What follows belongs to an exercise in optimizing a design on an open flow for small area, a short achievable clock period and few clock cycles; a production flow would make more cautious choices.
In this exercise RTL edits were held to simulation tests only and were not proved equivalent to the original.
No run shown here takes its clock network from TritonCTS; it comes from the design's own scripts or RTL.
The flow treats the clock pin as an ideal source. Dropping or thinning the clock tree relies on that and would not hold on a real chip.
Power figures rest on the tool's default switching activity, not on a simulated workload.

==> design/flow/design.v <==
package conv_feed_pkg;
    localparam int PIX_W        = 8;
    localparam int PIX_PER_WORD = 8;
    localparam int SRAM_W       = PIX_W * PIX_PER_WORD;
    localparam int WIN_ROWS     = 3;
    localparam int TAPS         = WIN_ROWS * WIN_ROWS;
    localparam int DIM_W        = 8;
    localparam int COL_W        = $clog2(PIX_PER_WORD);
    localparam logic [1:0] SLOT_ABOVE = 2'd0;
    localparam logic [1:0] SLOT_BELOW = 2'd2;
    typedef logic signed [PIX_W-1:0] pixel_t;
    typedef logic [SRAM_W-1:0] sram_word_t;
    typedef struct packed {
        logic [DIM_W-1:0] height;
        logic [DIM_W-1:0] width;
        logic [DIM_W-1:0] channel;
    } geom_t;
    typedef struct packed {
        logic       valid;
        logic [1:0] slot;
        logic       pad;
        logic       col_end;
        logic       run_end;
    } load_t;
    typedef logic [TAPS*PIX_W-1:0] window_t;
    typedef struct packed {
        logic [TAPS-1:0] valid;
        window_t         taps;
        logic            last;
    } feed_t;
    function automatic logic [PIX_W-1:0] pix_at(input logic [SRAM_W-1:0] w, input logic [COL_W-1:0] p);
        pix_at = w[p*PIX_W +: PIX_W];
    endfunction
endpackage
`timescale 1ns/100ps
module delay_line #(
    parameter int W     = 1,
    parameter int DEPTH = 1
) (
    input  logic i_clk,
    input  logic i_rst,
    input  logic [W-1:0] i_d,
    output logic [W-1:0] o_q
);
    if (DEPTH == 0) begin : g_pass
        assign o_q = i_d;
    end else begin : g_chain
        logic [W-1:0] stage [DEPTH];
        always_ff @(posedge i_clk) begin
            if (i_rst) begin
                for (int i = 0; i < DEPTH; i++) begin
                    stage[i] <= '0;
                end
            end else begin
                stage[0] <= i_d;
                for (int i = 1; i < DEPTH; i++) begin
                    stage[i] <= stage[i-1];
                end
            end
        end
        assign o_q = stage[DEPTH-1];
    end
endmodule
`timescale 1ns/100ps
module tap_skew (
    input  logic                      i_clk,
    input  logic                      i_rst,
    input  conv_feed_pkg::window_t    i_win,
    input  logic                      i_win_valid,
    input  logic                      i_win_last,
    output conv_feed_pkg::feed_t      o_feed
);
    localparam int TAPS = conv_feed_pkg::TAPS;
    conv_feed_pkg::window_t taps_d;
    logic [TAPS-1:0]        valid_d;
    logic                   last_d;
    for (genvar k = 0; k < TAPS; k++) begin : g_tap
        delay_line #(
            .W     (conv_feed_pkg::PIX_W),
            .DEPTH (k)
        ) u_pix (
            .i_clk (i_clk),
            .i_rst (i_rst),
            .i_d   (i_win[k*conv_feed_pkg::PIX_W +: conv_feed_pkg::PIX_W]),
            .o_q   (taps_d[k*conv_feed_pkg::PIX_W +: conv_feed_pkg::PIX_W])
        );
        delay_line #(
            .W     (1),
            .DEPTH (k)
        ) u_stb (
            .i_clk (i_clk),
            .i_rst (i_rst),
            .i_d   (i_win_valid),
            .o_q   (valid_d[k])
        );
    end
    delay_line #(
        .W     (1),
        .DEPTH (TAPS - 1)
    ) u_last (
        .i_clk (i_clk),
        .i_rst (i_rst),
        .i_d   (i_win_last),
        .o_q   (last_d)
    );
    assign o_feed = {valid_d, taps_d, last_d};
endmodule
`timescale 1ns/100ps
module window_builder (
    input  logic                          i_clk,
    input  logic                          i_rst,
    input  conv_feed_pkg::load_t          i_tag,
    input  conv_feed_pkg::sram_word_t     i_rd_data,
    output conv_feed_pkg::window_t        o_win,
    output logic                          o_win_valid,
    output logic                          o_win_last
);
    localparam int ROWS  = conv_feed_pkg::WIN_ROWS;
    localparam int COL_W = conv_feed_pkg::COL_W;
    localparam logic [COL_W-1:0] X_LAST = COL_W'(conv_feed_pkg::PIX_PER_WORD - 1);
    conv_feed_pkg::sram_word_t cur  [ROWS];
    conv_feed_pkg::sram_word_t nxt  [ROWS];
    conv_feed_pkg::pixel_t     left [ROWS];
    conv_feed_pkg::window_t    win_next;
    logic             running;
    logic             start_pend;
    logic [COL_W-1:0] x;
    logic             nxt_col_end;
    logic             nxt_run_end;
    logic             cur_col_end;
    logic             cur_run_end;
    logic             shift;
    assign shift = start_pend || (running && x == X_LAST);
    always_comb begin
        win_next = '0;
        for (int i = 0; i < ROWS; i++) begin
            if (x == '0) begin
                win_next[(ROWS*i)*conv_feed_pkg::PIX_W +: conv_feed_pkg::PIX_W] = left[i];
            end else begin
                win_next[(ROWS*i)*conv_feed_pkg::PIX_W +: conv_feed_pkg::PIX_W] = conv_feed_pkg::pix_at(cur[i], x - 1'b1);
            end
            win_next[(ROWS*i+1)*conv_feed_pkg::PIX_W +: conv_feed_pkg::PIX_W] = conv_feed_pkg::pix_at(cur[i], x);
            if (x != X_LAST) begin
                win_next[(ROWS*i+2)*conv_feed_pkg::PIX_W +: conv_feed_pkg::PIX_W] = conv_feed_pkg::pix_at(cur[i], x + 1'b1);
            end else if (!cur_col_end) begin
                win_next[(ROWS*i+2)*conv_feed_pkg::PIX_W +: conv_feed_pkg::PIX_W] = conv_feed_pkg::pix_at(nxt[i], '0);
            end
        end
    end
    always_ff @(posedge i_clk) begin
        if (i_rst) begin
            running     <= 1'b0;
            start_pend  <= 1'b0;
            x           <= '0;
            nxt_col_end <= 1'b0;
            nxt_run_end <= 1'b0;
            cur_col_end <= 1'b0;
            cur_run_end <= 1'b0;
            o_win_valid <= 1'b0;
            o_win_last  <= 1'b0;
        end else begin
            start_pend  <= i_tag.valid && i_tag.slot == conv_feed_pkg::SLOT_BELOW && !running;
            o_win_valid <= running;
            o_win_last  <= running && x == X_LAST && cur_run_end;
            if (i_tag.valid) begin
                nxt_col_end <= i_tag.col_end;
                nxt_run_end <= i_tag.run_end;
            end
            if (start_pend) begin
                running     <= 1'b1;
                x           <= '0;
                cur_col_end <= nxt_col_end;
                cur_run_end <= nxt_run_end;
            end else if (running) begin
                x <= x + 1'b1;
                if (x == X_LAST) begin
                    cur_col_end <= nxt_col_end;
                    cur_run_end <= nxt_run_end;
                    if (cur_col_end) begin
                        running <= 1'b0;
                    end
                end
            end
        end
    end
    always_ff @(posedge i_clk) begin
        if (i_tag.valid) begin
            nxt[i_tag.slot] <= i_tag.pad ? '0 : i_rd_data;
        end
        if (shift) begin
            for (int i = 0; i < ROWS; i++) begin
                cur[i] <= nxt[i];
                if (start_pend || cur_col_end) begin
                    left[i] <= '0;
                end else begin
                    left[i] <= conv_feed_pkg::pix_at(cur[i], X_LAST);
                end
            end
        end
        o_win <= win_next;
    end
endmodule
`timescale 1ns/100ps
module addr_sequencer #(
    parameter int ADDR_W = 16
) (
    input  logic                         i_clk,
    input  logic                         i_rst,
    input  logic                         i_start,
    input  conv_feed_pkg::geom_t         i_geom,
    input  logic                         i_done,
    output logic                         o_rd_en,
    output logic [ADDR_W-1:0]            o_rd_addr,
    output conv_feed_pkg::load_t         o_tag,
    output logic                         o_busy
);
    localparam int CYC_W = conv_feed_pkg::COL_W;
    localparam int DIM_W = conv_feed_pkg::DIM_W;
    localparam logic [CYC_W-1:0] CYC_LAST = CYC_W'(conv_feed_pkg::PIX_PER_WORD - 1);
    localparam logic [CYC_W-1:0] PRE_LAST = CYC_W'(conv_feed_pkg::WIN_ROWS - 1);
    conv_feed_pkg::geom_t geom;
    logic                 busy;
    logic                 active;
    logic                 prefetch;
    logic [CYC_W-1:0]     cyc;
    logic [DIM_W-1:0]     row;
    logic [DIM_W-1:0]     col;
    logic [ADDR_W-1:0]    row_addr;
    logic [3*DIM_W-1:0]   chan_base;
    logic [DIM_W-1:0]     fetch_col;
    logic [1:0]           slot;
    logic [ADDR_W-1:0]    slot_addr;
    logic                 last_col;
    logic                 last_row;
    logic                 fetch;
    logic                 pad;
    logic                 accept;
    assign chan_base = i_geom.channel * i_geom.height * i_geom.width;
    assign accept   = i_start && !o_busy;
    assign last_col = (col == geom.width - 1'b1);
    assign last_row = (row == geom.height - 1'b1);
    assign slot     = cyc[1:0];
    assign fetch_col = prefetch ? '0 : col + 1'b1;
    assign fetch     = active && (prefetch || (cyc <= PRE_LAST && !last_col));
    assign pad = (slot == conv_feed_pkg::SLOT_ABOVE && row == '0) ||
                 (slot == conv_feed_pkg::SLOT_BELOW && last_row);
    always_comb begin
        case (slot)
            conv_feed_pkg::SLOT_ABOVE: slot_addr = row_addr - ADDR_W'(geom.width);
            conv_feed_pkg::SLOT_BELOW: slot_addr = row_addr + ADDR_W'(geom.width);
            default:                   slot_addr = row_addr;
        endcase
    end
    assign o_rd_addr = slot_addr + ADDR_W'(fetch_col);
    assign o_rd_en   = fetch && !pad;
    assign o_busy    = busy && !i_done;
    always_ff @(posedge i_clk) begin
        if (i_rst) begin
            busy     <= 1'b0;
            active   <= 1'b0;
            prefetch <= 1'b0;
            cyc      <= '0;
            row      <= '0;
            col      <= '0;
            o_tag    <= '0;
        end else begin
            o_tag.valid   <= fetch;
            o_tag.slot    <= slot;
            o_tag.pad     <= pad;
            o_tag.col_end <= (fetch_col == geom.width - 1'b1);
            o_tag.run_end <= (fetch_col == geom.width - 1'b1) && last_row;
            if (accept) begin
                busy     <= 1'b1;
                active   <= 1'b1;
                prefetch <= 1'b1;
                cyc      <= '0;
                row      <= '0;
                col      <= '0;
            end else begin
                if (i_done) begin
                    busy <= 1'b0;
                end
                if (active) begin
                    if (prefetch) begin
                        if (cyc == PRE_LAST) begin
                            prefetch <= 1'b0;
                            cyc      <= '0;
                        end else begin
                            cyc <= cyc + 1'b1;
                        end
                    end else if (cyc == CYC_LAST) begin
                        cyc <= '0;
                        if (!last_col) begin
                            col <= col + 1'b1;
                        end else if (last_row) begin
                            active <= 1'b0;
                        end else begin
                            row      <= row + 1'b1;
                            col      <= '0;
                            prefetch <= 1'b1;
                        end
                    end else begin
                        cyc <= cyc + 1'b1;
                    end
                end
            end
        end
    end
    always_ff @(posedge i_clk) begin
        if (accept) begin
            geom     <= i_geom;
            row_addr <= ADDR_W'(chan_base);
        end else if (active && !prefetch && cyc == CYC_LAST && last_col) begin
            row_addr <= row_addr + ADDR_W'(geom.width);
        end
    end
endmodule
`timescale 1ns/100ps
module conv_input_feeder (
    input  logic                          i_clk,
    input  logic                          i_rst,
    input  logic                          i_start,
    input  logic [23:0]                   i_geom,
    output logic                          o_rd_en,
    output logic [15:0]                   o_rd_addr,
    input  logic [63:0]                   i_rd_data,
    output logic [81:0]                   o_feed,
    output logic                          o_busy,
    output logic                          o_done
);
    logic        busy;
    logic        idle;        
    logic        done;
    logic        mode_a;      
    logic        mode_b;      
    logic        b_first;     
    logic [2:0]  p8;
    logic [7:0]  g_h;         
    logic [7:0]  g_c;         
    logic [15:0] raddr;       
    logic        op_clr;      
    logic        op_prod;
    logic        op_run;
    logic        op_neg;
    logic        op_cin;
    logic        gen;         
    logic [7:0]  cw;          
    logic        row0;        
    logic        z2;          
    logic [3:1]  ed;          
    logic [7:6]  ed_hi;
    logic [8:1]  vd;          
    logic [8:0]  en;          
    logic        last;        
    logic [31:0] s0, s2;      
    logic [15:0] s1;
    logic        accept;
    logic        e0;
    logic        z2_nx;
    logic        busy_nx;
    logic        a_last;      
    logic        b_last;      
    logic        gen_go;      
    logic        mode_a_nx;
    logic        mode_b_nx;
    logic [2:0]  p8_nx;
    logic [7:0]  cw_dec;
    logic [7:0]  hbits;       
    logic [7:0]  wbits;       
    logic [15:0] mcand;       
    logic [15:0] add_a;
    logic [15:0] add_b;
    logic [16:0] raddr_sum;
    logic [31:0] half;
    logic [15:0] quarter;
    logic        half_hi;     
    logic        q_hi;
    assign accept    = i_start && idle;
    assign last      = vd[8] && !vd[7];
    assign e0        = gen ? (p8 == 3'd7 && cw == 8'd0) : 1'b1;
    assign z2_nx     = (p8 == 3'd6) ? (g_h == 8'd1) : z2;
    assign busy_nx   = accept || (busy && !last);
    assign cw_dec    = cw - 8'd1;
    assign hbits     = s2[31:24];
    assign wbits     = g_c;
    assign mcand     = s0[31:16];
    assign a_last    = mode_a && hbits[7:1] == 7'd0;
    assign b_last    = mode_b && wbits[7:1] == 7'd0;
    assign mode_a_nx = accept || (mode_a && !a_last);
    assign mode_b_nx = a_last || (mode_b && !b_last);
    assign gen_go    = !gen &&
                       ((mode_a && ((hbits[7:1] == 7'd1 && wbits[7:1] == 7'd0) ||
                                    (hbits[7:1] == 7'd0 && wbits[7:1] <= 7'd1))) ||
                        (mode_b && wbits[7:3] == 5'd0 && wbits[2]));
    assign p8_nx     = gen_go ? 3'd0 : p8 + 3'd1;
    always_ff @(posedge i_clk) begin
        if (i_rst) begin
            busy    <= 1'b0;
            idle    <= 1'b1;
            done    <= 1'b0;
            mode_a  <= 1'b0;
            mode_b  <= 1'b0;
            gen     <= 1'b0;
            vd      <= '0;
        end else begin
            busy    <= busy_nx;
            idle    <= !busy_nx;
            done    <= last;
            vd      <= {vd[7:1], gen};
            mode_a  <= mode_a_nx;
            mode_b  <= mode_b_nx;
            if (gen_go) begin
                gen <= 1'b1;
            end else if (gen && p8 == 3'd7 && cw == 8'd0 && g_h == 8'd1) begin
                gen <= 1'b0;
            end
        end
    end
    always_ff @(posedge i_clk) begin
        p8      <= p8_nx;
        b_first <= a_last;
        if (idle) begin
            g_h <= i_geom[23:16];
        end else if (gen && p8 == 3'd7 && cw == 8'd0) begin
            g_h <= g_h - 8'd1;
        end
        if (idle) begin
            g_c <= i_geom[15:8];
        end else if (b_last) begin
            g_c <= cw;
        end else if (mode_b) begin
            g_c <= {1'b0, g_c[7:1]};
        end
        if (idle) begin
            cw <= i_geom[15:8];
        end else if (gen_go) begin
            cw <= cw_dec;
        end else if (gen && p8 == 3'd7) begin
            cw <= (cw == 8'd0) ? g_c : cw_dec;
        end
        op_clr  <= accept || (a_last && !wbits[0]);
        op_prod <= (accept && i_geom[16]) || (mode_a && !a_last && hbits[1]) ||
                   (mode_b && !b_last && wbits[1]);
        op_run  <= !mode_a_nx && !mode_b_nx && !(gen && !vd[1]);
        op_neg  <= p8_nx[0] ^ p8_nx[1];
        op_cin  <= !mode_a_nx && !mode_b_nx && !(gen && !vd[1]) &&
                   (p8_nx == 3'd0 || p8_nx == 3'd1 || p8_nx == 3'd3 ||
                    p8_nx == 3'd4 || p8_nx == 3'd6);
        raddr <= raddr_sum[16:1];
    end
    assign add_a = raddr & {16{!op_clr}};
    assign add_b = ({16{op_prod}} & mcand)
                 | ({16{op_run}} & ({{8{op_neg}}, g_c ^ {8{op_neg}}}));
    assign raddr_sum = {add_a, 1'b1} + {add_b, op_cin};
    assign o_rd_addr = raddr;
    assign o_rd_en   = busy;       
    always_ff @(posedge i_clk) begin
        if (gen_go) begin
            row0 <= 1'b1;
        end else if (gen && p8 == 3'd7 && cw == 8'd0) begin
            row0 <= 1'b0;
        end
        ed    <= {ed[2:1], e0};
        ed_hi <= {ed_hi[6], !en[5]};
        if (p8 == 3'd6) z2 <= (g_h == 8'd1);
        en[0] <= !(e0    || row0);
        en[1] <= !row0;
        en[2] <= !(ed[1] || row0);
        en[3] <= !ed[3];
        en[4] <= 1'b1;
        en[5] <= en[3];
        en[6] <= !(ed_hi[6] || z2_nx);
        en[7] <= !z2_nx;
        en[8] <= !(ed_hi[7] || z2_nx);
    end
    assign half    = half_hi ? i_rd_data[63:32] : i_rd_data[31:0];
    assign quarter = q_hi ? half[31:16] : half[15:0];
    always_ff @(posedge i_clk) begin
        half_hi <= p8_nx == 3'd1 || p8_nx == 3'd2 || p8_nx == 3'd4 || p8_nx == 3'd7;
        q_hi    <= !p8_nx[1];
        s1[15:8] <= quarter[15:8];
        s1[7:0]  <= p8[0] ? quarter[7:0] : s1[15:8];
        if (idle)                  s0[31:16] <= {8'd0, i_geom[7:0]};
        else if (mode_b && b_first) s0[31:16] <= {raddr[14:0], 1'b0};
        else if (mode_a || mode_b) s0[31:16] <= {mcand[14:0], 1'b0};
        else begin
            s0[31:24] <= half[31:24];
            if (p8[1:0] == 2'd0) s0[23:16] <= half[23:16];
            else                 s0[23:16] <= s0[31:24];
        end
        if (p8[1:0] == 2'd0) s0[15:0] <= half[15:0];
        else                 s0[15:0] <= s0[23:8];
        if (idle)        s2[31:24] <= i_geom[23:16];
        else if (mode_a) s2[31:24] <= {1'b0, hbits[7:1]};
        else             s2[31:24] <= half[31:24];
        if (p8[1:0] == 2'd2) s2[23:0] <= half[23:0];
        else                 s2[23:0] <= s2[31:8];
    end
    logic [71:0] taps;
    always_comb begin
        for (int j = 0; j < 3; j++) begin
            taps[(0+j)*8 +: 8] = s0[7:0] & {8{en[0+j]}};
            taps[(3+j)*8 +: 8] = s1[7:0] & {8{en[3+j]}};
            taps[(6+j)*8 +: 8] = s2[7:0] & {8{en[6+j]}};
        end
    end
    assign o_feed = {vd, gen, taps, last};
    assign o_busy = busy;
    assign o_done = done;
endmodule
==> design/flow/flow/run.sh <==
#!/bin/bash
# The standard layout (standard.sh, unchanged synthesis) with two changes:
#  - the port buffers are buf_1 (buf_2 on outputs behind a gate, see
#    below) instead of the delay cells buffer_ports picks by default;
#  - clock tree: manual_cts.tcl replaces TritonCTS's H-tree with a balanced
#    two-level tree (the port drives 4 clkbuf_8, each driving 2 clkbuf_16
#    that drive one eighth of the registers, split by position), and
#    before it the cells on the paths to the output ports (the flip-flop,
#    or the port buffer, the gate before it and the flip-flops feeding
#    that gate) and flip-flops with a large fanout get a larger drive
#    strength.
# The tool output goes to standard.log in this folder.
set -euo pipefail
here=$(pwd)
{
  echo 'export BUFFER_PORTS_ARGS = -buffer_cell sky130_fd_sc_hd__buf_1'
  echo "export PRE_CTS_TCL = $here/flow/manual_cts.tcl"
  echo 'export MAN_CTS_LEAVES = 8'
  echo 'export MAN_CTS_MIDS = 4'
  echo 'export MAN_CTS_LEAF_CELL = sky130_fd_sc_hd__clkbuf_16'
  echo 'export MAN_CTS_MID_CELL = sky130_fd_sc_hd__clkbuf_8'
  echo 'export MAN_SIZE_OUTPUTS = 1'
  echo 'export MAN_OUT_BUF = sky130_fd_sc_hd__buf_1'
} >> "$FLOW_CONFIG"
bash standard.sh > standard.log 2>&1
==> design/flow/flow/manual_cts.tcl <==
# Clock tree: the clock port drives a few clkbuf_16, each driving the clock
# pins of one quarter of the registers (split by x, then by y), placed at
# the quarter's centre. Replaces TritonCTS's H-tree, which puts two levels
# of buffers between the port and the registers in a design this small.
proc man_cts_split {items key} {
  set sorted [lsort -real -index $key $items]
  set n [llength $sorted]
  set h [expr {$n / 2}]
  return [list [lrange $sorted 0 [expr {$h - 1}]] [lrange $sorted $h end]]
}

proc man_cts_build {nleaf nmid leaf_cell mid_cell} {
  set block [ord::get_db_block]
  set clk_net [$block findNet i_clk]
  set leaf_master [[ord::get_db] findMaster $leaf_cell]
  set mid_master [[ord::get_db] findMaster $mid_cell]
  set sinks {}
  foreach it [$clk_net getITerms] {
    set inst [$it getInst]
    set box [$inst getBBox]
    set x [expr {([$box xMin] + [$box xMax]) / 2.0}]
    set y [expr {([$box yMin] + [$box yMax]) / 2.0}]
    lappend sinks [list $it $x $y]
  }
  puts "manual cts: [llength $sinks] clock sinks"
  set groups [list $sinks]
  while {[llength $groups] < $nleaf} {
    set next {}
    foreach g $groups {
      # split along the longer side
      set xs {}; set ys {}
      foreach s $g { lappend xs [lindex $s 1]; lappend ys [lindex $s 2] }
      set dx [expr {[tcl::mathfunc::max {*}$xs] - [tcl::mathfunc::min {*}$xs]}]
      set dy [expr {[tcl::mathfunc::max {*}$ys] - [tcl::mathfunc::min {*}$ys]}]
      set key [expr {$dx >= $dy ? 1 : 2}]
      lappend next {*}[man_cts_split $g $key]
    }
    set groups $next
  }
  # leaves at their group centres; with nmid > 0, groups of leaves share a
  # mid buffer driven by the port, else the port drives the leaves
  set leaves {}
  set i 0
  foreach g $groups {
    set sx 0.0; set sy 0.0
    foreach s $g { set sx [expr {$sx + [lindex $s 1]}]; set sy [expr {$sy + [lindex $s 2]}] }
    set cx [expr {int($sx / [llength $g])}]
    set cy [expr {int($sy / [llength $g])}]
    set inst [odb::dbInst_create $block $leaf_master "clkbuf_man_$i"]
    set net [odb::dbNet_create $block "clknet_man_$i"]
    $net setSigType CLOCK
    [$inst findITerm X] connect $net
    foreach s $g {
      set it [lindex $s 0]
      $it disconnect
      $it connect $net
    }
    $inst setLocation $cx $cy
    $inst setPlacementStatus PLACED
    lappend leaves [list $inst $cx $cy]
    puts "manual cts: clkbuf_man_$i drives [llength $g] sinks at ($cx, $cy)"
    incr i
  }
  if {$nmid == 0} {
    foreach l $leaves { [[lindex $l 0] findITerm A] connect $clk_net }
    return
  }
  set per [expr {[llength $leaves] / $nmid}]
  for {set m 0} {$m < $nmid} {incr m} {
    set part [lrange $leaves [expr {$m * $per}] [expr {($m + 1) * $per - 1}]]
    set sx 0.0; set sy 0.0
    foreach l $part { set sx [expr {$sx + [lindex $l 1]}]; set sy [expr {$sy + [lindex $l 2]}] }
    set cx [expr {int($sx / [llength $part])}]
    set cy [expr {int($sy / [llength $part])}]
    set inst [odb::dbInst_create $block $mid_master "clkbuf_man_mid_$m"]
    set net [odb::dbNet_create $block "clknet_man_mid_$m"]
    $net setSigType CLOCK
    [$inst findITerm A] connect $clk_net
    [$inst findITerm X] connect $net
    foreach l $part { [[lindex $l 0] findITerm A] connect $net }
    $inst setLocation $cx $cy
    $inst setPlacementStatus PLACED
    puts "manual cts: clkbuf_man_mid_$m drives [llength $part] leaves at ($cx, $cy)"
  }
}

rename clock_tree_synthesis orfs_clock_tree_synthesis
proc clock_tree_synthesis {args} {
  if {[info exists ::env(MAN_SIZE_OUTPUTS)] && $::env(MAN_SIZE_OUTPUTS)} { man_size_outputs }
  man_cts_build $::env(MAN_CTS_LEAVES) $::env(MAN_CTS_MIDS) $::env(MAN_CTS_LEAF_CELL) $::env(MAN_CTS_MID_CELL)
}

# Output paths: upsize the flip-flop driving an output port buffer directly;
# where a gate drives it, upsize the port buffer (to MAN_OUT_BUF), the gate
# and the flip-flops feeding the gate; also flip-flops with a large fanout
# (drive strength only; the cell functions stay).
proc man_upsize {inst from to} {
  set m [$inst getMaster]
  if {[$m getName] eq $from} {
    set nm [[ord::get_db] findMaster $to]
    $inst swapMaster $nm
    return 1
  }
  return 0
}

proc man_driver_inst {iterm} {
  set net [$iterm getNet]
  if {$net eq "NULL" || $net eq ""} { return "" }
  foreach it [$net getITerms] {
    if {[$it isOutputSignal]} { return [$it getInst] }
  }
  return ""
}

proc man_size_outputs {} {
  set block [ord::get_db_block]
  set n 0
  foreach bt [$block getBTerms] {
    if {[$bt getIoType] ne "OUTPUT"} { continue }
    set net [$bt getNet]
    set buf ""
    foreach it [$net getITerms] { if {[$it isOutputSignal]} { set buf [$it getInst] } }
    if {$buf eq ""} { continue }
    set g [man_driver_inst [$buf findITerm A]]
    if {$g eq ""} { continue }
    set gm [[$g getMaster] getName]
    if {[string match *dfxtp_1 $gm]} {
      incr n [man_upsize $g sky130_fd_sc_hd__dfxtp_1 sky130_fd_sc_hd__dfxtp_2]
      continue
    }
    if {$::env(MAN_OUT_BUF) ne ""} {
      incr n [man_upsize $buf sky130_fd_sc_hd__buf_1 $::env(MAN_OUT_BUF)]
    }
    incr n [man_upsize $g sky130_fd_sc_hd__and2_1 sky130_fd_sc_hd__and2_2]
    foreach it [$g getITerms] {
      if {![$it isInputSignal]} { continue }
      set f [man_driver_inst $it]
      if {$f eq ""} { continue }
      incr n [man_upsize $f sky130_fd_sc_hd__dfxtp_1 sky130_fd_sc_hd__dfxtp_2]
    }
  }
  puts "manual sizing: $n cells upsized on output paths"
  # flip-flops driving many loads
  set n 0
  foreach inst [$block getInsts] {
    set m [[$inst getMaster] getName]
    if {![string match *__dfxtp_* $m]} { continue }
    set q [$inst findITerm Q]
    set net [$q getNet]
    if {$net eq "NULL" || $net eq ""} { continue }
    set fo [expr {[llength [$net getITerms]] - 1}]
    if {$fo >= 12} {
      incr n [man_upsize $inst sky130_fd_sc_hd__dfxtp_1 sky130_fd_sc_hd__dfxtp_4]
      incr n [man_upsize $inst sky130_fd_sc_hd__dfxtp_2 sky130_fd_sc_hd__dfxtp_4]
    } elseif {$fo >= 6} {
      incr n [man_upsize $inst sky130_fd_sc_hd__dfxtp_1 sky130_fd_sc_hd__dfxtp_2]
    }
  }
  puts "manual sizing: $n flip-flops with large fanout upsized"
}
==> design/flow/standard.sh <==
#!/bin/bash
# synth_recipe.tcl (not shown) runs the flow's synth.tcl, then flattens the netlist and writes it again
# the make line also repeats each setting of config.mk as NAME=value (left out here)
make -C /OpenROAD-flow-scripts/flow DESIGN_CONFIG=/design/flow/config.mk WORK_HOME=/design/flow/orfs CLKGATE_MAP_FILE= SYNTH_SCRIPT=/design/flow/synth_recipe.tcl "${@:-finish}"
==> design/flow/config.mk <==
export PLATFORM = sky130hd
export DESIGN_NAME = conv_input_feeder
export DESIGN_NICKNAME = conv_input_feeder
export VERILOG_FILES = /design/flow/design.v
export SDC_FILE = /design/flow/constraint.sdc
export NUM_CORES = 4
export LEC_CHECK = 0
export CAP_MARGIN = 20
export CORE_MARGIN = 2
export CORE_UTILIZATION = 60
export SLEW_MARGIN = 20
export BUFFER_PORTS_ARGS = -buffer_cell sky130_fd_sc_hd__buf_1
export PRE_CTS_TCL = /design/flow/flow/manual_cts.tcl
export MAN_CTS_LEAVES = 8
export MAN_CTS_MIDS = 4
export MAN_CTS_LEAF_CELL = sky130_fd_sc_hd__clkbuf_16
export MAN_CTS_MID_CELL = sky130_fd_sc_hd__clkbuf_8
export MAN_SIZE_OUTPUTS = 1
export MAN_OUT_BUF = sky130_fd_sc_hd__buf_1
==> design/flow/constraint.sdc <==
create_clock -name core_clock -period 10.0 [get_ports {i_clk}]
set_input_delay 2.0000 -clock core_clock [delete_from_list [all_inputs] [get_ports {i_clk}]]
set_output_delay 2.0000 -clock core_clock [all_outputs]
set_load 0.01 [all_outputs]
==> results.yml, run 1 <==
critical_path:
  r2r_cells: 9
  path_cells: "nand2b_1, inv_1, buf_1"
  crit_start: "vd[7]"
  max_stage_delay_ns: 0.33
  crit_type: "reg2out"
  critPathArrivalTime_ns: 1.04
  crit_slowest_cell: "dfxtp_2"
  start_kind: "flip-flop"
  reg2reg_from: "g_c[1]"
  worstPathMaxFanout: 3
  crit_path_end_kind: "output pin"
  critPathRequiredTime_ns: 8.00
sta:
  fmax_ghz: 0.328
  hold_violations: 0
  slew_viol_final: 0
  setup_viol: 0
  post-route-period-util_pct: 30.4
  tightest_slew_ns: 1.07
  clock_skew_ns: 0.0141
  rsz0062_at_grt: "false"
  finalSetupTns_ns: 0
  fin_crit_ns: 3.04
  slew_headroom_pct: 28.3
detailed_routing:
  route.detailed.drc: 0
  drt_iter0_drc: 646
  via_per_inst: 5.80
  avgRoutedWirePerCell_um: 18.7
  postRouteAntennaNets: 0
  firstDrtPassIters: 6
  num_vias: 6712
  finalWirelength_mm: 21.7
power_and_ir_drop:
  power_uw: 2290
  power_density_nw_per_um2: 259
  p_leak_uw: 0.00366
  ir_worst_vdd_mv: 0.148
worst_hold_path:
  min_path_type: "reg2reg"
  min-delay-start: "ed[2]"
  hold_depth: 0
clock_network:
  clkTransAtPathRegs_ns: 0.08
  post_cts_buffers: 0
  clk_latency_ns: 0.29
  cts_resized: 0
  postCtsHoldBufs: 0
synth:
  synthMuxAreaShare_pct: 9.60
  syn_area_um2: 7700
  syn_inst: 832
  async_reset_ff_share_pct: 0
  synthXorXnorAreaFrac_pct: 3.64
  synth_top_flop_cell: "dfxtp_1"
  synth_top_family_by_area: "simple AND/OR/NAND/NOR gates"
  ys_ff_latch: 160
  yosys_warnings: 1
  synth-simple-area-share_pct: 18.3
  seq_area_frac_synth_pct: 44.7
  synth_nets: 951
  synth.distinct_cells: 55
  synth_compound_area_share_pct: 14.8
  synth-edff-count: 24
  syn_avg_cell_area_um2: 9.26
  synthAdderAreaFrac_pct: 4.64
place:
  port_buffers: 191
  gp_congestion: 0.919
  hpwl_mm: 16.6
job:
  max_cap_viol_count: 0
layout:
  num_antenna_cells: 0
  fill_cells: 1035
  multiInputGateArea_um2: 4000
  drive_above_1_share_pct: 18.1
  regArea_um2: 3540
  nNetsFinal: 1107
  area_growth_pct: 14.8
die:
  start_util_pct: 61.3
  rows: 41
  ioPinCount: 192
  dieArea_um2: 13800
  core-area_um2: 12600
  dieHeight_um: 117
  die_x_um: 117
grt:
  grt_pass1_wl_mm: 33.6
  antenna_found_initial: 0
  grt_pass1_vias: 6347
  track_usage_pct: 29.9
  grt_remaining_overflow: 0
  grt_max_degree: 78
run_status:
  outcome: "timing/DRC/antenna clean"
==> cell usage in the layout (no fill, tap or decap), drive strengths merged, types with 12 or more instances in the layout <==
cell and n:
mux2i 39, edfxtp 24, clkbuf 12, ha 27, xor2 17, inv 22
a21oi 82, o21ai 50, nand2 88, and2 68, dfxtp 136, nor2 71
nor2b 24, mux2 15, xnor2 15, buf 195
==> metal layers <==
layer / up-vias / track usage, % / wire length [µm] / share of wire [%]
met5: - / 0 / 0 / 0
met4: 0 / 4.82 / 331 / 1.5
met3: 33 / 3.70 / 1560 / 7.2
met2: 307 / 52.0 / 10400 / 48
met1: 3198 / 40.8 / 9360 / 43
li1: 3174 / - / - / -
==> final cells by class <==
class	instances	share of cell area (%)
flip-flops and latches	160	40.0
plain buffers	12	2.89
inverters	22	0.934
repair buffers	195	8.45
multi-input cells	597	45.3
well taps	172	2.43
==> registers in the layout, summed over array words and instances, names as in the netlist, 2 cells and up <==
name,flops
cw,8
ed,3
ed_hi,2
en,8
g_c,8
g_h,8
p8,3
raddr,16
s0,32
s1,16
s2,32
vd,8
==> cells by family after synthesis <==
family	count (synthesis)
buf+inv	75
simple gates	284
fa+ha+maj	28
compound gates	191
mux	62
xor+xnor	32
flops	160
==> final timing paths <==
path | endpoint | slack (ns)
worst max-delay path | o_feed[0] | 6.96
worst min-delay path | ed[3] | 0.33
worst min register to register | ed[3] | 0.33
worst max register to register | raddr[14] | 7.17
==> metrics by stage <==
stage	util (%)	area, µm²	setup WS [ns]	hold WS [ns]	instances
after floorplan	-	7700	7.19	0.310	832
after global placement	66.9	8410	6.98	0.314	1146
after detailed placement	66.9	8410	6.98	0.315	1146
after CTS	70.4	8840	6.98	0.315	1158
after global routing	70.4	8840	6.89	0.332	1158
final	70.4	8840	6.96	0.330	1158
==> critical path: cells and delay by family, from the launching register on <==
| kind | cells | cell delay [ns] |
|---|---|---|
| DFF | 1 | 0.33 |
| buffers and inverters | 2 | 0.22 |
| and+or+nand+nor | 1 | 0.21 |
==> power breakdown <==
group          total, µW  leakage (µW)  internal [µW]  switching, µW
registers           1020       0.00140            858            164
logic                897       0.00214            379            518
clock network        368      0.000127            180            188
total               2290       0.00366           1420            870
==> cells in the mapped netlist, types with 6 or more instances <==
| cell | count | area (µm²) |
|---|---|---|
| a22oi_1 | 8 | 60.1 |
| xnor2_1 | 15 | 131 |
| nor2b_1 | 24 | 150 |
| ha_1 | 27 | 338 |
| nor3_1 | 7 | 35.0 |
| nand2_1 | 88 | 330 |
| mux2_2 | 15 | 169 |
| dfxtp_1 | 136 | 2720 |
| mux2i_1 | 39 | 390 |
| buf_4 | 11 | 82.6 |
| o221ai_1 | 7 | 61.3 |
| clkbuf_1 | 34 | 128 |
| o21ai_0 | 44 | 220 |
| o21ai_1 | 6 | 30.0 |
| a21o_1 | 7 | 52.6 |
| a21oi_1 | 82 | 410 |
| mux4_2 | 8 | 180 |
| and2_1 | 68 | 425 |
| xor2_1 | 17 | 149 |
| nor2_1 | 71 | 267 |
| inv_1 | 22 | 82.6 |
| buf_2 | 6 | 30.0 |
| a22o_1 | 9 | 78.8 |
| nand3_1 | 6 | 30.0 |
| edfxtp_1 | 24 | 721 |
Testbench counts, summed over its fixed seeds: cycles 58,026.
==> inputs of run 2 (changes only) <==
--- a/design/flow/design.v
+++ b/design/flow/design.v
@@ -470,7 +470,7 @@
         en[4] <= 1'b1;
         en[5] <= en[3];
         en[6] <= !(ed_hi[6] || z2_nx);
-        en[7] <= !z2_nx;
+        en[7] <= 1'b1;           
         en[8] <= !(ed_hi[7] || z2_nx);
     end
     assign half    = half_hi ? i_rd_data[63:32] : i_rd_data[31:0];
@@ -501,7 +501,7 @@
         for (int j = 0; j < 3; j++) begin
             taps[(0+j)*8 +: 8] = s0[7:0] & {8{en[0+j]}};
             taps[(3+j)*8 +: 8] = s1[7:0] & {8{en[3+j]}};
-            taps[(6+j)*8 +: 8] = s2[7:0] & {8{en[6+j]}};
+            taps[(6+j)*8 +: 8] = s2[7:0] & {8{(j == 1) ? !z2 : en[6+j]}};
         end
     end
     assign o_feed = {vd, gen, taps, last};
--- a/design/flow/flow/run.sh
+++ b/design/flow/flow/run.sh
@@ -1,14 +1,13 @@
 #!/bin/bash
 # The standard layout (standard.sh, unchanged synthesis) with two changes:
-#  - the port buffers are buf_1 (buf_2 on outputs behind a gate, see
-#    below) instead of the delay cells buffer_ports picks by default;
+#  - the port buffers are buf_1 instead of the delay cells buffer_ports
+#    picks by default;
 #  - clock tree: manual_cts.tcl replaces TritonCTS's H-tree with a balanced
 #    two-level tree (the port drives 4 clkbuf_8, each driving 2 clkbuf_16
 #    that drive one eighth of the registers, split by position), and
-#    before it the cells on the paths to the output ports (the flip-flop,
-#    or the port buffer, the gate before it and the flip-flops feeding
-#    that gate) and flip-flops with a large fanout get a larger drive
-#    strength.
+#    before it the gates that drive output port buffers, the flip-flops
+#    feeding those gates, and flip-flops with a large fanout get a larger
+#    drive strength.
 # The tool output goes to standard.log in this folder.
 set -euo pipefail
 here=$(pwd)
--- a/design/flow/flow/manual_cts.tcl
+++ b/design/flow/flow/manual_cts.tcl
@@ -1,12 +1,32 @@
-# Clock tree: the clock port drives a few clkbuf_16, each driving the clock
-# pins of one quarter of the registers (split by x, then by y), placed at
-# the quarter's centre. Replaces TritonCTS's H-tree, which puts two levels
-# of buffers between the port and the registers in a design this small.
+# Sourced by ORFS's cts.tcl (PRE_CTS_TCL). Replaces clock_tree_synthesis:
+# the registers' clock pins are split by position into MAN_CTS_LEAVES groups
+# (halving along the longer side), each driven by a MAN_CTS_LEAF_CELL at the
+# group's centre; the clock port drives MAN_CTS_MIDS MAN_CTS_MID_CELL
+# buffers, each driving an equal share of the leaf buffers (or, with no
+# mids, the leaves directly). Every register sees the same two buffer
+# levels. TritonCTS builds a deeper H-tree for a design this small.
 proc man_cts_split {items key} {
   set sorted [lsort -real -index $key $items]
   set n [llength $sorted]
   set h [expr {$n / 2}]
   return [list [lrange $sorted 0 [expr {$h - 1}]] [lrange $sorted $h end]]
+}
+
+# Split the sinks into n groups of near-equal size: halve the count of
+# groups, cut the sinks sorted along the longer side in that ratio, recurse.
+proc man_cts_groups {g n} {
+  if {$n <= 1} { return [list $g] }
+  set xs {}; set ys {}
+  foreach s $g { lappend xs [lindex $s 1]; lappend ys [lindex $s 2] }
+  set dx [expr {[tcl::mathfunc::max {*}$xs] - [tcl::mathfunc::min {*}$xs]}]
+  set dy [expr {[tcl::mathfunc::max {*}$ys] - [tcl::mathfunc::min {*}$ys]}]
+  set key [expr {$dx >= $dy ? 1 : 2}]
+  set sorted [lsort -real -index $key $g]
+  set n1 [expr {$n / 2}]
+  set cut [expr {([llength $sorted] * $n1) / $n}]
+  set a [lrange $sorted 0 [expr {$cut - 1}]]
+  set b [lrange $sorted $cut end]
+  return [concat [man_cts_groups $a $n1] [man_cts_groups $b [expr {$n - $n1}]]]
 }
 
 proc man_cts_build {nleaf nmid leaf_cell mid_cell} {
@@ -23,20 +43,7 @@
     lappend sinks [list $it $x $y]
   }
   puts "manual cts: [llength $sinks] clock sinks"
-  set groups [list $sinks]
-  while {[llength $groups] < $nleaf} {
-    set next {}
-    foreach g $groups {
-      # split along the longer side
-      set xs {}; set ys {}
-      foreach s $g { lappend xs [lindex $s 1]; lappend ys [lindex $s 2] }
-      set dx [expr {[tcl::mathfunc::max {*}$xs] - [tcl::mathfunc::min {*}$xs]}]
-      set dy [expr {[tcl::mathfunc::max {*}$ys] - [tcl::mathfunc::min {*}$ys]}]
-      set key [expr {$dx >= $dy ? 1 : 2}]
-      lappend next {*}[man_cts_split $g $key]
-    }
-    set groups $next
-  }
+  set groups [man_cts_groups $sinks $nleaf]
   # leaves at their group centres; with nmid > 0, groups of leaves share a
   # mid buffer driven by the port, else the port drives the leaves
   set leaves {}
@@ -65,9 +72,9 @@
     foreach l $leaves { [[lindex $l 0] findITerm A] connect $clk_net }
     return
   }
-  set per [expr {[llength $leaves] / $nmid}]
+  set nl [llength $leaves]
   for {set m 0} {$m < $nmid} {incr m} {
-    set part [lrange $leaves [expr {$m * $per}] [expr {($m + 1) * $per - 1}]]
+    set part [lrange $leaves [expr {($m * $nl) / $nmid}] [expr {(($m + 1) * $nl) / $nmid - 1}]]
     set sx 0.0; set sy 0.0
     foreach l $part { set sx [expr {$sx + [lindex $l 1]}]; set sy [expr {$sy + [lindex $l 2]}] }
     set cx [expr {int($sx / [llength $part])}]
@@ -90,10 +97,10 @@
   man_cts_build $::env(MAN_CTS_LEAVES) $::env(MAN_CTS_MIDS) $::env(MAN_CTS_LEAF_CELL) $::env(MAN_CTS_MID_CELL)
 }
 
-# Output paths: upsize the flip-flop driving an output port buffer directly;
-# where a gate drives it, upsize the port buffer (to MAN_OUT_BUF), the gate
-# and the flip-flops feeding the gate; also flip-flops with a large fanout
-# (drive strength only; the cell functions stay).
+# Output paths: where a gate drives an output port buffer, upsize the port
+# buffer (to MAN_OUT_BUF), the gate and the flip-flops feeding the gate;
+# also flip-flops with a large fanout (drive strength only; the cell
+# functions stay).
 proc man_upsize {inst from to} {
   set m [$inst getMaster]
   if {[$m getName] eq $from} {
@@ -125,10 +132,7 @@
     set g [man_driver_inst [$buf findITerm A]]
     if {$g eq ""} { continue }
     set gm [[$g getMaster] getName]
-    if {[string match *dfxtp_1 $gm]} {
-      incr n [man_upsize $g sky130_fd_sc_hd__dfxtp_1 sky130_fd_sc_hd__dfxtp_2]
-      continue
-    }
+    if {[string match *dfxtp_* $gm]} { continue }
     if {$::env(MAN_OUT_BUF) ne ""} {
       incr n [man_upsize $buf sky130_fd_sc_hd__buf_1 $::env(MAN_OUT_BUF)]
     }
==> run 2 against run 1 <==
  * Still clean on timing, DRC and antenna
  * Clock skew is 0.0047 ns higher
  * Die area decreased by 0.43%
  * Clock power barely moved
  * Hold slack improved by 0.0023 ns
  * Synthesized area fell by 0.44%
  * Power is 0.88% lower
  * Synthesized cell count fell by 0.48%
  * Critical path depth shrank 1
==> results.yml, run 2 <==
layout:
  top_regs: "s0 x32, s2 x32"
  final_cells: 1156
  multiInputGateArea_um2: 3990
  regArea_um2: 3490
  num_antenna_cells: 0
  drive_above_1_share_pct: 14.5
  final_cell_mix: "buf_1, dfxtp_1, nand2_1"
  area_growth_pct: 14.4
  mostFrequentLayoutCell: "buf_1"
  fill_cells: 1030
  nNetsFinal: 1105
clock_network:
  postCtsHoldBufs: 0
  post_cts_buffers: 0
  clkTransAtPathRegs_ns: 0.08
  clk_latency_ns: 0.29
  cts_resized: 0
grt:
  grt_remaining_overflow: 0
  grt_pass1_wl_mm: 31.2
  antenna_found_initial: 0
  track_usage_pct: 29.2
  grt_pass1_vias: 6128
  grt_max_degree: 78
detailed_routing:
  num_vias: 6591
  firstDrtPassIters: 5
  via_per_inst: 5.70
  avgRoutedWirePerCell_um: 18.2
  route.detailed.drc: 0
  finalWirelength_mm: 21.1
  drt_iter0_drc: 494
  postRouteAntennaNets: 0
die:
  dieArea_um2: 13700
  start_util_pct: 61.0
  dieHeight_um: 117
  core-area_um2: 12600
  die_x_um: 117
  rows: 41
  ioPinCount: 192
sta:
  hold_violations: 0
  setup_viol: 0
  slew_headroom_pct: 30.7
  fin_crit_ns: 3.05
  post-route-period-util_pct: 30.5
  fmax_ghz: 0.327
  tightest_slew_ns: 1.04
  finalSetupTns_ns: 0
  rsz0062_at_grt: "false"
  clock_skew_ns: 0.0189
  slew_viol_final: 0
critical_path:
  crit_family: "flip-flops"
  start_kind: "flip-flop"
  crit_type: "reg2out"
  cp.buffers_inverters: 1
  critPathArrivalTime_ns: 1.05
  max_stage_delay_ns: 0.44
  crit_slowest_cell: "dfxtp_2"
  worstPathMaxFanout: 8
  crit_path_end_kind: "output pin"
  path_cells: "and2_2, buf_1"
  critPathRequiredTime_ns: 8.00
run_status:
  outcome: "timing/DRC/antenna clean"
power_and_ir_drop:
  p_leak_uw: 0.00364
  power_density_nw_per_um2: 258
  ir_worst_vdd_mv: 0.143
synth:
  yosys_warnings: 1
  yosysMostFrequentCell: "dfxtp_1"
  ys_top_cells_by_count: "dfxtp_1, nand2_1, a21oi_1"
  synth-edff-count: 24
  syn_inst: 828
  synth_top_area_cell: "dfxtp_1"
  ys_ff_latch: 159
  async_reset_ff_share_pct: 0
  synth_top_area_share_pct: 35.2
  syn_avg_cell_area_um2: 9.26
  synth_top_flop_cell: "dfxtp_1"
  synth.area.top_cells: "dfxtp_1, edfxtp_1, a21oi_1"
  seq_area_frac_synth_pct: 44.6
  synth_nets: 947
  syn_area_um2: 7670
  synth.distinct_cells: 55
place:
  port_buffers: 191
  hpwl_mm: 16.2
  gp_congestion: 0.951
  post-place-cells: 1144
worst_hold_path:
  min_path_type: "reg2reg"
job:
  max_cap_viol_count: 0
-- run 2: cell count changes after synthesis, sizes merged, moves of 2 or more --
cell,change
nor2b,+9
clkbuf,-4
and2,-8
buf,+2
-- run 2: cell type report --
type	instances	area share [%]
Sequential cell	159	39.7
Multi-Input combinational cell	597	45.5
Tap cell	172	2.45
Inverter	21	0.898
Timing Repair Buffer	195	8.51
Buffer	12	2.91
-- run 2: per-stage QoR --
step | power [µW] | setup slack (ns) | area [µm²] | hold slack, ns | utilization, %
after global placement | 1850 | 7.01 | 8390 | 0.318 | 66.7
after global routing | 2400 | 6.88 | 8780 | 0.345 | 69.8
after detailed placement | 1880 | 6.96 | 8390 | 0.316 | 66.7
after CTS | 2200 | 6.96 | 8780 | 0.316 | 69.8
final | 2270 | 6.95 | 8780 | 0.332 | 69.8
after floorplan | 1610 | 7.19 | 7670 | 0.310 | -
-- run 2: where the power goes --
part | switching (µW) | internal (µW) | leakage, µW
registers | 175 | 848 | 0.00138
clock network | 189 | 180 | 0.000127
logic | 501 | 375 | 0.00213
total | 865 | 1400 | 0.00364
-- run 2: worst paths after layout --
kind	from	endpoint	slack [ns]	depth (start not counted)
worst min register to register	ed[2]	ed[3]	0.33	0
worst max-delay path	en[8]	o_feed[70]	6.95	2
worst min-delay path	ed[2]	ed[3]	0.33	0
worst max register to register	g_c[3]	raddr[14]	7.29	9
-- run 2: logic make-up (layout without fill, tap and decap cells) --
kind of cell / after synthesis / count (layout) / synth area share (%)
buffers and inverters: 72 / 228 / 4.24
AO/OA/AOI/OAI: 189 / 189 / 14.7
adder cells (fa/ha/maj): 28 / 28 / 4.66
multiplexers: 62 / 62 / 9.64
XOR/XNOR: 32 / 32 / 3.65
AND/OR/NAND/NOR: 286 / 286 / 18.5
flip-flops: 159 / 159 / 44.6
-- run 2: metal layers --
metal  GRT usage [%]  vias to the layer above  part of all wire (%)  routed length, µm
li1                -                     3174                     -                  -
met1            39.0                     3088                    42               8920
met2            50.9                      288                    48              10000
met3            2.47                       41                   6.8               1430
met4            8.63                        0                   3.2                664
met5               0                        -                     0                  0
Testbench counts of run 2, summed over its fixed seeds: cycles 58,026.
==> inputs of run 3 (changes only) <==
--- a/design/flow/flow/manual_cts.tcl
+++ b/design/flow/flow/manual_cts.tcl
@@ -5,12 +5,6 @@
 # buffers, each driving an equal share of the leaf buffers (or, with no
 # mids, the leaves directly). Every register sees the same two buffer
 # levels. TritonCTS builds a deeper H-tree for a design this small.
-proc man_cts_split {items key} {
-  set sorted [lsort -real -index $key $items]
-  set n [llength $sorted]
-  set h [expr {$n / 2}]
-  return [list [lrange $sorted 0 [expr {$h - 1}]] [lrange $sorted $h end]]
-}
 
 # Split the sinks into n groups of near-equal size: halve the count of
 # groups, cut the sinks sorted along the longer side in that ratio, recurse.
@@ -137,6 +131,7 @@
       incr n [man_upsize $buf sky130_fd_sc_hd__buf_1 $::env(MAN_OUT_BUF)]
     }
     incr n [man_upsize $g sky130_fd_sc_hd__and2_1 sky130_fd_sc_hd__and2_2]
+    incr n [man_upsize $g sky130_fd_sc_hd__nor2_1 sky130_fd_sc_hd__nor2_2]
     foreach it [$g getITerms] {
       if {![$it isInputSignal]} { continue }
       set f [man_driver_inst $it]
==> run 3 against run 2 <==
  * Final area unchanged
  * Clock power about the same
  * Combinational power about the same
  * Setup slack is the same
  * Largest power group unchanged
  * Sequential share of layout area unchanged
  * Wire length unchanged
  * Register-to-register slack about the same
==> results.yml, run 3 <==
grt:
  grt_remaining_overflow: 0
  track_usage_pct: 29.2
  grt_max_degree: 78
  grt_pass1_vias: 6128
  antenna_found_initial: 0
  grt_pass1_wl_mm: 31.2
synth:
  ys_ff_latch: 159
  synth-edff-count: 24
  synth_nets: 947
  async_reset_ff_share_pct: 0
  syn_avg_cell_area_um2: 9.26
  synth_top_area_cell: "dfxtp_1"
  synthAdderAreaFrac_pct: 4.66
  synth.area.top_cells: "dfxtp_1, edfxtp_1, a21oi_1"
  synth.distinct_cells: 55
  yosysMostFrequentCell: "dfxtp_1"
  seq_area_frac_synth_pct: 44.6
  ys_top_cells_by_count: "dfxtp_1, nand2_1, a21oi_1"
  syn_area_um2: 7670
  synth_top_family_by_area: "simple AND/OR/NAND/NOR gates"
  synth_compound_area_share_pct: 14.7
  synthXorXnorAreaFrac_pct: 3.65
  synthMuxAreaShare_pct: 9.64
  synth-simple-area-share_pct: 18.5
  syn_inst: 828
  synth_top_flop_cell: "dfxtp_1"
  synth_top_area_share_pct: 35.2
  yosys_warnings: 1
sta:
  clock_skew_ns: 0.0189
  slew_viol_final: 0
  finalSetupTns_ns: 0
  rsz0062_at_grt: "false"
  hold_violations: 0
  post-route-period-util_pct: 30.5
  setup_viol: 0
  slew_headroom_pct: 30.7
  fin_hold_ws_ns: 0.332
  tightest_slew_ns: 1.04
  fmax_ghz: 0.327
  fin_crit_ns: 3.05
layout:
  fill_cells: 1030
  num_antenna_cells: 0
  mostFrequentLayoutCell: "buf_1"
  area_growth_pct: 14.4
  top_regs: "s0 x32, s2 x32"
  final_util_pct: 69.8
  final_cell_mix: "buf_1, dfxtp_1, nand2_1"
  drive_above_1_share_pct: 14.5
  final_cells: 1156
  nNetsFinal: 1105
detailed_routing:
  avgRoutedWirePerCell_um: 18.2
  route.detailed.drc: 0
  postRouteAntennaNets: 0
  firstDrtPassIters: 5
  drt_iter0_drc: 494
  num_vias: 6591
  via_per_inst: 5.70
  finalWirelength_mm: 21.1
place:
  post-place-cells: 1144
  hpwl_mm: 16.2
  port_buffers: 191
  gp_congestion: 0.951
die:
  dieHeight_um: 117
  ioPinCount: 192
  rows: 41
  start_util_pct: 61.0
  core-area_um2: 12600
  dieArea_um2: 13700
  die_x_um: 117
job:
  max_cap_viol_count: 0
critical_path:
  critPathArrivalTime_ns: 1.05
  critPathRequiredTime_ns: 8.00
  crit_slowest_cell: "dfxtp_2"
  crit_path_end_kind: "output pin"
  path_cells: "and2_2, buf_1"
  crit_type: "reg2out"
  worstPathMaxFanout: 8
  r2r_setup_slack_ns: 7.29
  r2r-end: "raddr[14]"
  r2r_cells: 9
  reg2reg_from: "g_c[3]"
  max_stage_delay_ns: 0.44
  start_kind: "flip-flop"
worst_hold_path:
  min-delay-start: "ed[2]"
  holdPathEnd: "ed[3]"
  hold_depth: 0
  min_path_type: "reg2reg"
clock_network:
  cts_resized: 0
  postCtsHoldBufs: 0
  post_cts_buffers: 0
  clkTransAtPathRegs_ns: 0.08
  clk_latency_ns: 0.29
run_status:
  outcome: "timing/DRC/antenna clean"
power_and_ir_drop:
  power_density_nw_per_um2: 258
  ir_worst_vdd_mv: 0.143
  power_uw: 2270
  p_leak_uw: 0.00364
-- run 3: cell counts after synthesis --
Identical to the previous run, type by type.
-- run 3: cell type report --
type                       count  area, µm²  area share (%)
multi-input combinational    597       3990            45.5
sequential                   159       3490            39.7
timing repair buffer         195        747            8.51
buffer                        12        255            2.91
tap                          172        215            2.45
inverter                      21       78.8           0.898
-- run 3: layer usage --
metal,vias up,wire [µm],GRT usage [%]
li1,3174,-,-
met1,3088,8920,39.0
met2,288,10000,50.9
met3,41,1430,2.47
met4,0,664,8.63
met5,-,0,0
-- run 3: logic make-up (layout without fill, tap and decap cells) --
logic type / Yosys count / after routing
compound gates: 189 / 189
xor+xnor: 32 / 32
fa+ha+maj: 28 / 28
buf+inv: 72 / 228
flops: 159 / 159
mux: 62 / 62
simple gates: 286 / 286
-- run 3: worst max-delay path by stage --
stage	start	to	slack, ns	cells after the start
final	en[8]	o_feed[70]	6.95	2
after global placement	i_rd_data[52]	s0[20]	7.01	7
after detailed placement	i_rd_data[63]	s0[31]	6.96	5
after global routing	vd[7]	o_feed[0]	6.88	3
after CTS	i_rd_data[63]	s0[31]	6.96	5
after floorplan	i_rd_data[48]	s1[0]	7.19	2
-- run 3: worst max-delay path: cells and delay by family, from the launching register on --
family,cells,cell delay (ns)
buffers and inverters,1,0.15
flip-flops,1,0.44
AND/OR/NAND/NOR,1,0.18
-- run 3: stage by stage --
step                      worst slack (ns)  instance area, µm²
after floorplan                       7.19                7670
after global routing                  6.88                8780
after global placement                7.01                8390
final                                 6.95                8780
after detailed placement              6.96                8390
after CTS                             6.96                8780
-- run 3: power breakdown --
part	switching, µW	internal [µW]	total, µW
Combinational	501	375	875
Sequential	175	848	1020
Clock	189	180	369
Total	865	1400	2270
==> inputs of run 4 (changes only) <==
--- a/design/flow/design.v
+++ b/design/flow/design.v
@@ -473,11 +473,11 @@
         en[7] <= 1'b1;           
         en[8] <= !(ed_hi[7] || z2_nx);
     end
+    assign half_hi = ^p8;          
+    assign q_hi    = !p8[1];
     assign half    = half_hi ? i_rd_data[63:32] : i_rd_data[31:0];
     assign quarter = q_hi ? half[31:16] : half[15:0];
     always_ff @(posedge i_clk) begin
-        half_hi <= p8_nx == 3'd1 || p8_nx == 3'd2 || p8_nx == 3'd4 || p8_nx == 3'd7;
-        q_hi    <= !p8_nx[1];
         s1[15:8] <= quarter[15:8];
         s1[7:0]  <= p8[0] ? quarter[7:0] : s1[15:8];
         if (idle)                  s0[31:16] <= {8'd0, i_geom[7:0]};
--- a/design/flow/config.mk
+++ b/design/flow/config.mk
@@ -7,7 +7,7 @@
 export LEC_CHECK = 0
 export CAP_MARGIN = 20
 export CORE_MARGIN = 2
-export CORE_UTILIZATION = 60
+export CORE_UTILIZATION = 75
 export SLEW_MARGIN = 20
 export BUFFER_PORTS_ARGS = -buffer_cell sky130_fd_sc_hd__buf_1
 export PRE_CTS_TCL = /design/flow/flow/manual_cts.tcl
==> run 4 against run 3 <==
  * Flip-flop and latch count decreased by 2
  * Hold slack improved by 0.0066 ns
  * Fmax decreased by 7.8%
  * Sequential share of layout area increased by 0.18 points
==> results.yml, run 4 <==
run_status:
  outcome: "timing/DRC/antenna clean"
critical_path:
  path_cells: "inv_2, ha_1, xnor2_2, buf_4, mux2i_1, a21oi_1, nor2_1, o31ai_1"
  crit_slowest_cell: "xnor2_2"
  r2r_cells: 8
  critPathRequiredTime_ns: 10.15
  r2r_setup_slack_ns: 6.69
  crit_type: "reg2reg"
  cp.depth: 8
  max_stage_delay_ns: 0.65
  cp.buffers_inverters: 2
  start_kind: "flip-flop"
  worstPathMaxFanout: 22
  crit_start: "p8[1]"
  reg2reg_from: "p8[1]"
  cp-endpoint: "s0[17]"
  crit_path_end_kind: "flip-flop"
  r2r-end: "s0[17]"
  critPathArrivalTime_ns: 3.46
  crit_family: "buffers and inverters"
grt:
  grt_pass1_vias: 6858
  grt_pass1_wl_mm: 34.8
  antenna_found_initial: 0
  grt_max_degree: 78
  grt_remaining_overflow: 0
  track_usage_pct: 39.4
detailed_routing:
  via_per_inst: 6.24
  drt_iter0_drc: 711
  finalWirelength_mm: 22.1
  avgRoutedWirePerCell_um: 19.7
  postRouteAntennaNets: 0
  route.detailed.drc: 0
  firstDrtPassIters: 7
  num_vias: 6984
die:
  start_util_pct: 77.4
  dieHeight_um: 104
  core-area_um2: 9770
  ioPinCount: 192
  die_x_um: 104
  dieArea_um2: 10900
  rows: 36
clock_network:
  clk_latency_ns: 0.29
  post_cts_buffers: 0
  cts_resized: 0
  clkTransAtPathRegs_ns: 0.08
  postCtsHoldBufs: 0
synth:
  synth.area.top_cells: "dfxtp_1, edfxtp_1, mux2i_1"
  syn_avg_cell_area_um2: 9.11
  synth_top_area_share_pct: 35.2
  yosys_warnings: 1
  synth.distinct_cells: 56
  synth_top_area_cell: "dfxtp_1"
  synth-edff-count: 24
  synth_nets: 946
  yosysMostFrequentCell: "dfxtp_1"
  ys_ff_latch: 157
  syn_inst: 830
  synth_top_flop_cell: "dfxtp_1"
  async_reset_ff_share_pct: 0
  ys_top_cells_by_count: "dfxtp_1, nor2_1, a21oi_1"
  syn_area_um2: 7560
  seq_area_frac_synth_pct: 44.7
power_and_ir_drop:
  internal-power_uw: 1440
  p_leak_uw: 0.00364
  power_frac_clock_pct: 15.3
  p_comb_share_pct: 43.1
  p_switching_uw: 965
  ir_worst_vdd_mv: 0.150
  power_density_nw_per_um2: 279
  switching_share_pct: 40.2
  seqPwrFrac_pct: 41.6
sta:
  fmax_ghz: 0.302
  setup_ws_ns: 6.69
  slew_viol_final: 0
  slew_headroom_pct: 45.3
  fin_crit_ns: 3.31
  rsz0062_at_grt: "false"
  clock_skew_ns: 0.0118
  hold_violations: 0
  post-route-period-util_pct: 33.1
  tightest_slew_ns: 0.816
  finalSetupTns_ns: 0
  setup_viol: 0
worst_hold_path:
  min_path_type: "reg2reg"
layout:
  num_antenna_cells: 0
  area_growth_pct: 13.9
  drive_above_1_share_pct: 13.6
  top_regs: "s0 x32, s2 x32"
  nNetsFinal: 1105
  fill_cells: 509
  postLayoutCellArea_um2: 8620
  mostFrequentLayoutCell: "buf_1"
  final_cell_mix: "buf_1, nor2_1, dfxtp_1"
job:
  max_cap_viol_count: 0
place:
  placed_area_um2: 8240
  gp_congestion: 0.980
  dp_slack_ns: 6.57
  hpwl_mm: 16.6
  port_buffers: 191
## run 4: changes by cell type in the layout (fill, tap and decap cells not counted), sizes merged, moves of 8 or more
| cell | previous run | this run |
|---|---|---|
| mux4 | 8 | 0 |
| a21oi | 81 | 72 |
| mux2i | 39 | 60 |
| o21ai | 50 | 42 |
| nor2 | 70 | 93 |
| nand2 | 88 | 70 |
## run 4: worst reg2reg max path, stage by stage, from the launching register on
cell and delay, ns:
dfxtp_2 0.55, inv_2 0.21, ha_1 0.38, xnor2_2 0.66
buf_4 0.49, mux2i_1 0.42, a21oi_1 0.15, nor2_1 0.20
o31ai_1 0.11
## run 4: power groups by stage
stage          Combinational (µW)  Clock [µW]  Sequential, µW
2_1_floorplan                 761           0             927
3_3_place_gp                  940           0             980
3_5_place_dp                  990           0             988
4_1_cts                      1010         294            1000
5_1_grt                      1110         384            1010
6_report                     1030         367             999
## run 4: layout make-up
class	instances	area (µm²)	area share, %
Buffer	12	255	2.96
Inverter	26	97.6	1.13
Multi-Input combinational cell	597	3910	45.4
Sequential cell	157	3440	39.9
Tap cell	133	166	1.93
Timing Repair Buffer	195	747	8.67
## run 4: metal layers
metal / GRT usage [%] / wire length [µm]
met1: 47.1 / 7780
met2: 68.2 / 10500
met3: 6.58 / 2350
met4: 20.7 / 1420
met5: 0 / 0
## run 4: kinds of logic after synthesis
family | after synthesis | synth area share [%]
fa+ha+maj | 25 | 4.23
mux | 68 | 9.13
xor+xnor | 35 | 4.05
simple gates | 293 | 19.3
flops | 157 | 44.7
compound gates | 176 | 14.0
buf+inv | 76 | 4.58
## run 4: stage by stage
stage	cells	power [µW]	hold slack, ns	utilization [%]
after floorplan	830	1690	0.310	-
after detailed placement	1108	1980	0.320	84.3
after global routing	1120	2510	0.354	88.2
final	1120	2400	0.339	88.2
after CTS	1120	2310	0.323	88.2
after global placement	1108	1920	0.314	84.3
## run 4: how the worst min path moves through the flow
| stage | from | endpoint | slack, ns | cells past startpoint |
|---|---|---|---|---|
| final | ed[2] | ed[3] | 0.34 | 0 |
| after global routing | ed[2] | ed[3] | 0.35 | 0 |
| after CTS | ed[2] | ed[3] | 0.32 | 0 |
| after detailed placement | ed[2] | ed[3] | 0.32 | 0 |
| after global placement | ed[2] | ed[3] | 0.31 | 0 |
| after floorplan | ed[2] | ed[3] | 0.31 | 0 |
Testbench counts of run 4, summed over its fixed seeds: cycles 58,026.
==> inputs of run 5 (changes only) <==
--- a/design/flow/config.mk
+++ b/design/flow/config.mk
@@ -7,7 +7,8 @@
 export LEC_CHECK = 0
 export CAP_MARGIN = 20
 export CORE_MARGIN = 2
-export CORE_UTILIZATION = 75
+export CORE_UTILIZATION = 60
+export GPL_ROUTABILITY_DRIVEN = 0
 export SLEW_MARGIN = 20
 export BUFFER_PORTS_ARGS = -buffer_cell sky130_fd_sc_hd__buf_1
 export PRE_CTS_TCL = /design/flow/flow/manual_cts.tcl
==> run 5 against run 4 <==
  * Core utilization fell by 19 points
  * Sequential power fell by 1%
  * Fmax rose by 9.1%
  * Power fell by 1.6%
  * Register-to-register slack improved by 0.52 ns
  * Critical endpoint is now o_feed[71]
  * Highest routed layer unchanged
==> results.yml, run 5 <==
run_status:
  outcome: "timing/DRC/antenna clean"
synth:
  synth_top_flop_cell: "dfxtp_1"
  yosysMostFrequentCell: "dfxtp_1"
  seq_area_frac_synth_pct: 44.7
  synth_nets: 946
  ys_top_cells_by_count: "dfxtp_1, nor2_1, a21oi_1"
  yosys_warnings: 1
  syn_inst: 830
  ys_ff_latch: 157
  syn_avg_cell_area_um2: 9.11
  syn_area_um2: 7560
  synth.distinct_cells: 56
  synth_top_area_share_pct: 35.2
  synth-edff-count: 24
  async_reset_ff_share_pct: 0
  synth_top_area_cell: "dfxtp_1"
  synth.area.top_cells: "dfxtp_1, edfxtp_1, mux2i_1"
detailed_routing:
  route.detailed.drc: 0
  postRouteAntennaNets: 0
  avgRoutedWirePerCell_um: 17.9
  firstDrtPassIters: 5
  via_per_inst: 5.56
  finalWirelength_mm: 20.7
  num_vias: 6446
  drt_iter0_drc: 454
die:
  dieHeight_um: 116
  dieArea_um2: 13500
  ioPinCount: 192
  rows: 41
  die_x_um: 116
  start_util_pct: 60.7
  core-area_um2: 12500
sta:
  hold_violations: 0
  setup_ws_ns: 6.96
  clock_skew_ns: 0.0197
  slew_headroom_pct: 47.8
  finalSetupTns_ns: 0
  slew_viol_final: 0
  rsz0062_at_grt: "false"
  fin_crit_ns: 3.04
  post-route-period-util_pct: 30.4
  tightest_slew_ns: 0.781
  setup_viol: 0
  fmax_ghz: 0.329
power_and_ir_drop:
  power_density_nw_per_um2: 273
  p_leak_uw: 0.00364
  ir_worst_vdd_mv: 0.160
critical_path:
  crit_slowest_cell: "dfxtp_2"
  worstPathMaxFanout: 8
  crit_type: "reg2out"
  start_kind: "flip-flop"
  r2r-end: "raddr[13]"
  path_cells: "and2_2, buf_1"
  crit_path_end_kind: "output pin"
  r2r_cells: 9
  critPathArrivalTime_ns: 1.04
  r2r_setup_slack_ns: 7.21
  max_stage_delay_ns: 0.42
  critPathRequiredTime_ns: 8.00
  reg2reg_from: "g_c[0]"
layout:
  num_antenna_cells: 0
  final_cell_mix: "buf_1, nor2_1, dfxtp_1"
  final_cells: 1159
  drive_above_1_share_pct: 13.6
  nNetsFinal: 1105
  area_growth_pct: 14.6
  mostFrequentLayoutCell: "buf_1"
  top_regs: "s0 x32, s2 x32"
worst_hold_path:
  min-delay-start: "ed[2]"
  holdPathEnd: "ed[3]"
  min_path_type: "reg2reg"
  hold_depth: 0
grt:
  grt_remaining_overflow: 0
  grt_pass1_wl_mm: 30.5
  grt_pass1_vias: 5975
  antenna_found_initial: 0
  grt_max_degree: 78
  track_usage_pct: 28.8
clock_network:
  clkTransAtPathRegs_ns: 0.08
  postCtsHoldBufs: 0
  cts_resized: 0
  clk_latency_ns: 0.30
  post_cts_buffers: 0
job:
  max_cap_viol_count: 0
place:
  hpwl_mm: 16.0
  post-place-cells: 1147
  dp_slack_ns: 6.93
  port_buffers: 191
[run 5: cell counts after synthesis]
No cell type changed its count.
[run 5: report_power, final]
| group | internal (µW) | total [µW] | switching [µW] | leakage [µW] |
|---|---|---|---|---|
| registers | 839 | 988 | 149 | 0.00136 |
| clock network | 180 | 365 | 185 | 0.000127 |
| logic | 417 | 1010 | 592 | 0.00214 |
| total | 1440 | 2360 | 927 | 0.00364 |
[run 5: critical path: cells and delay by family (launching register included)]
family / cells / cell delay, ns
DFF: 1 / 0.42
buffers and inverters: 1 / 0.17
and+or+nand+nor: 1 / 0.17
[run 5: kinds of logic (layout without fill, tap and decap cells)]
kind of cell	after synthesis	count (layout)	share of synthesized area, %
AND/OR/NAND/NOR	293	293	19.3
buffers and inverters	76	233	4.58
multiplexers	68	68	9.13
flip-flops	157	157	44.7
adder cells (fa/ha/maj)	25	25	4.23
XOR/XNOR	35	35	4.05
AO/OA/AOI/OAI	176	176	14.0
[run 5: per-stage QoR]
| step | hold WS (ns) | total power, µW | utilization, % | cell area (µm²) |
|---|---|---|---|---|
| 5_1_grt | 0.362 | 2500 | 69.5 | 8670 |
| 4_1_cts | 0.333 | 2300 | 69.5 | 8670 |
| 2_1_floorplan | 0.310 | 1690 | - | 7560 |
| 6_report | 0.347 | 2360 | 69.5 | 8670 |
| 3_5_place_dp | 0.333 | 1980 | 66.5 | 8290 |
| 3_3_place_gp | 0.316 | 1940 | 66.5 | 8290 |
[run 5: worst max-delay path by stage]
stage / startpoint / end / slack [ns]
2_1_floorplan: vd[7] / o_feed[0] / 7.33
3_3_place_gp: i_rd_data[30] / s0[30] / 6.97
5_1_grt: en[6] / o_feed[54] / 6.92
6_report: en[8] / o_feed[71] / 6.96
3_5_place_dp: i_rd_data[31] / s0[31] / 6.93
4_1_cts: i_rd_data[31] / s0[31] / 6.93
[run 5: final cells by class]
cell class	instances	area (µm²)
inverter	26	97.6
timing repair buffer	195	747
multi-input combinational	597	3910
fill	1028	3800
tap	172	215
sequential	157	3440
buffer	12	255
[run 5: layer usage]
layer  track usage, %  share of wire (%)
met2             52.9                 50
met1             36.0                 41
met5                0                  0
met4             8.10                3.1
met3             2.91                6.0

afterwards: timing with drivers on the ports:
The flow's constraints put no driver on any port. The routed layouts listed below were extracted and timed again, unchanged, in two steps.
Step 1 sets driving cells, clkbuf_16 on the clock port and buf_2 on the other inputs (assumed; they add their load-dependent delay and slew).
Step 2, shift: input delay + t, output delay - t, t = (earliest + latest rising clock arrival at the registers) / 2. This alone moves slack from input paths to output paths.
Three values: no drivers, after step 1, after step 2; two values: the first two.
run	shift t [ns]	setup slack, ns
run 1	0.354	6.955 / 6.882 / 6.924
run 2	0.353	6.946 / 6.877 / 6.969
run 3	0.353	6.946 / 6.877 / 6.969
run 4	0.361	6.688 / 6.688 / 6.688
run 5	0.358	6.964 / 6.890 / 6.909
After both steps every run listed still meets setup and hold.
